This design comes from an exercise in tuning for a short achievable clock period and few clock cycles on the open sky130 flow, not from production work. In this exercise RTL edits were held to simulation tests only and were not proved equivalent to the original. No driver is modelled on the clock port, so clocking that relies on it looks cheaper here than on a real chip. Power and IR drop assume default switching activity.

== job 7094 ==
## icache_top
module icache_top
(
	input  logic  clk,
	input  logic  rst_n,
	input  logic [31:0] i_pc,
	input  logic  i_l2_rvalid,
	input  logic [31:0] i_l2_rdata,
	output logic [31:0] o_code,
	output logic  o_code_valid,
	output logic  o_miss,
	output logic  o_l2_req,
	output logic [31:0] o_l2_addr
);
Size: ~5700 cells after synthesis, about 2600 flip-flops, roughly 130 I/O pins.
clock: 5.5 ns
lec_check: 0
cap_margin: 20
core_margin: 2
core_utilization: 40
setup_slack_margin: 2.5
slew_margin: 20
synth_hierarchical: 1
standard.sh (not shown) runs the stock make flow with config.mk's settings and CLKGATE_MAP_FILE= SYNTH_SCRIPT=/design/flow/synth_recipe.tcl, a recipe that flattens the netlist after the stock synthesis.
==> flow/flow/run.sh <==
#!/bin/bash
# Standard synthesis unchanged, then the standard layout steps with one
# extra step after clock tree synthesis (flow/post_cts.tcl)
set -euo pipefail
bash standard.sh synth > synth.log 2>&1
bash standard.sh POST_CTS_TCL=$PWD/flow/post_cts.tcl finish > layout.log 2>&1
==> flow/flow/post_cts.tcl <==
# After clock tree synthesis: drive the fetch address inputs and the
# miss flag output through stronger port buffers, then legalize and
# repair setup timing once more
proc my_upsize_port_buffers { ports cell } {
  foreach p $ports {
    set net [get_nets -of_objects $p]
    foreach pin [get_pins -of_objects $net] {
      set inst [get_cells -of_objects $pin]
      set ref [get_property $inst ref_name]
      if { [string match "sky130_fd_sc_hd__*buf*" $ref] && $ref != $cell } {
        puts "upsize [get_full_name $inst] $ref -> $cell"
        replace_cell $inst $cell
      }
    }
  }
}
my_upsize_port_buffers [get_ports {i_pc[*]}] sky130_fd_sc_hd__buf_8
my_upsize_port_buffers [get_ports o_miss] sky130_fd_sc_hd__buf_8
estimate_parasitics -placement
detailed_placement
check_placement -verbose
estimate_parasitics -placement
report_worst_slack -max
FAIL job 7094 @ 4_1_cts: tool exited with error
Testbench counts of job 7094, summed over its fixed seeds: cycles 73,500.
Changes in job 3440 relative to job 7094:
- CORE_UTILIZATION now 55, was 40
==> flow/run.sh (new file) <==
#!/bin/bash
# synth_recipe.tcl (not shown) runs the flow's synth.tcl, then flattens the netlist and writes it again
# the make line also repeats each setting of config.mk as NAME=value (left out here)
make -C /OpenROAD-flow-scripts/flow DESIGN_CONFIG=/design/flow/config.mk WORK_HOME=/design/flow/orfs CLKGATE_MAP_FILE= SYNTH_SCRIPT=/design/flow/synth_recipe.tcl finish
removed: flow/flow/run.sh
removed: flow/flow/post_cts.tcl
removed: flow/standard.sh
### Flow results
Job 3440: all stages complete, timing, DRC and antenna checks passed. Cell count after synthesis came out exactly the same in job 7094 and job 3440. Global placement routability congestion | job 3440 above job 7094. In the flow results for job 7094 and job 3440, the placement row count is smaller on job 3440. Higher post-placement cell count goes to job 7094 over job 3440.
Input changes introduced in job 1106 (baseline for comparison: job 3440):
- CORE_UTILIZATION changed from 55 to 40
[summary]
- Job 1106 was carried through to the last stage, and its layout satisfied the timing, design-rule and antenna checks.
- From job 3440 to job 1106 the numbers moved as follows: final net count stayed essentially flat, wire length of the first global-routing pass rose 2.1%, average instance area after synthesis roughly the same, achievable frequency fell about 0.5%.
- Looking only at non-clock buffer count, and setting everything else aside, the lower value of job 1106 and job 3440 goes to job 3440.
- For the worst path setup slack after routing, job 1106 came in 0.017 ns lower than job 3440 did.
- Job 1106 ends up with a TritonCTS buffer count that is 3 higher than in job 3440.
- Job 3440 has a lower worst-case reg-to-reg path depth than job 1106.
- Diff job 3440 -> job 1106: portion of total power attributed to the clock network climbed 0.2 points; area taken by flip-flops and latches stayed essentially flat.

========
icache_top, a different RTL version from the one above (not shown whole).
Size: roughly 130 I/O pins, about 97000 sq um of cells after synthesis.
==> flow/design.v (excerpt) <==
module icache_top
(
	input  logic  clk,
	input  logic  rst_n,
	input  logic [31:0] i_pc,
	input  logic  i_l2_rvalid,
	input  logic [31:0] i_l2_rdata,
	output logic [31:0] o_code,
	output logic  o_code_valid,
	output logic  o_miss,
	output logic  o_l2_req,
	output logic [31:0] o_l2_addr
);
	localparam int W = 4;    
	localparam int N = 16;   
	logic [25:0]  tag    [W];
	logic [W-1:0] tvalid;
	logic [W-1:0] victim;
	logic [N-1:0] wvalid [W];
	logic [W-1:0] act;
	logic [3:0]   nxt    [W];
	logic [3:0]   rem    [W];
	logic [31:0]  mem    [W][N];
	logic [1:0]   cnt;
	logic [W-1:0][N-1:0] q_oh0, q_oh1;
	logic [W-1:0] q_w0, q_w1;
	logic [31:2]  ptag;
	logic [W-1:0] alloc_q;
	logic         sel_pc;
	logic         req_q;
	logic [W-1:0] req_w;      
	logic [N-1:0] req_i;      
	logic [31:0]  req_addr;
	logic [W-1:0] dem;
	logic         dlv_q;
	logic [3:0]   pidx;
	logic [N-1:0] pdec;
	logic [W-1:0] match;
	logic [W-1:0] ready;
	logic [W-1:0] arrive;
	logic [W-1:0] full;       
	logic         nslow_q;    
	logic         hit;
	logic         deliver;
	logic [31:0]  rd_word;
	assign pidx = i_pc[5:2];
	icache_pdec u_pdec (.i_a(pidx), .o_oh(pdec));
	logic [8:0]   eqn [W];
	logic [W-1:0] nfast;
	logic [3:0]   pinc;
	logic         seq_ok;
	logic [10:0]  seqn;
	logic         nseq;
	logic         seq;
	icache_seq u_seq
	(
		.i_pc   (i_pc[31:2]),
		.i_exp  ({ptag[31:6], pinc}),
		.i_ok   (seq_ok),
		.o_n    (seqn),
		.o_nseq (nseq)
	);
	assign seq = ~|seqn;
	for (genvar w = 0; w < W; w++)
	begin : g_way
		icache_slice u_way
		(
			.i_blk    (i_pc[31:6]),
			.i_tag    (tag[w]),
			.i_tvalid (tvalid[w]),
			.i_full   (full[w]),
  ...
Settings: LEC_CHECK=0, CAP_MARGIN=20, CORE_MARGIN=2, CORE_UTILIZATION=55, SETUP_SLACK_MARGIN=2.5, SLEW_MARGIN=20, SYNTH_HIERARCHICAL=1; clock period 5.5 ns.
run.sh (not shown) runs the stock make flow with config.mk's settings and CLKGATE_MAP_FILE= SYNTH_SCRIPT=/design/flow/synth_recipe.tcl, a recipe that flattens the netlist after the stock synthesis.
Stock flow here: none of the scripts above is used.
Testbench counts at the start, summed over its fixed seeds: cycles 73,500.
Edit:
- CORE_UTILIZATION: 55 -> 40
After rerunning:
- routed wire length decreases by 0.97%
- first-iteration DRC count is higher by 4.6%
- non-clock buffer count decreases by 48

-- what the ideal ports hide --
Ports are ideal in the flow. The routed layouts listed here were re-timed in OpenROAD. Step 1 (the two cells are an assumption about what drives the block):
set clk [get_ports {clk}]
set_driving_cell -lib_cell sky130_fd_sc_hd__clkbuf_16 $clk
set_driving_cell -lib_cell sky130_fd_sc_hd__buf_2 [delete_from_list [all_inputs] $clk]
Step 2 times the ports against the registers' clock, not the clock port: input delays grow and output delays shrink by t, the midpoint of the rising clock arrivals with the driver on. Three values: no drivers, after step 1, after step 2; two values: the first two.
run	t (ns)	slack for setup (ns)	worst hold slack (ns)	worst setup path after step 2
job 3440	1.002	2.154 / 2.086 / 1.548	0.217 / 0.177 / 0.479	input to register
job 1106	1.018	2.137 / 1.955 / 1.313	0.109 / 0.067 / 0.478	input to register
the first run of note 2	1.003	2.127 / 2.058 / 1.413	0.219 / 0.173 / 0.477	input to register
the second run of note 2	0.973	2.162 / 2.127 / 1.515	0.053 / 0.055 / 0.478	input to register
After both steps setup and hold are still met in every run listed. For job 1106, which loses most, drivers alone change the setup slack by -0.182 ns; drivers and shift together by -0.824 ns.
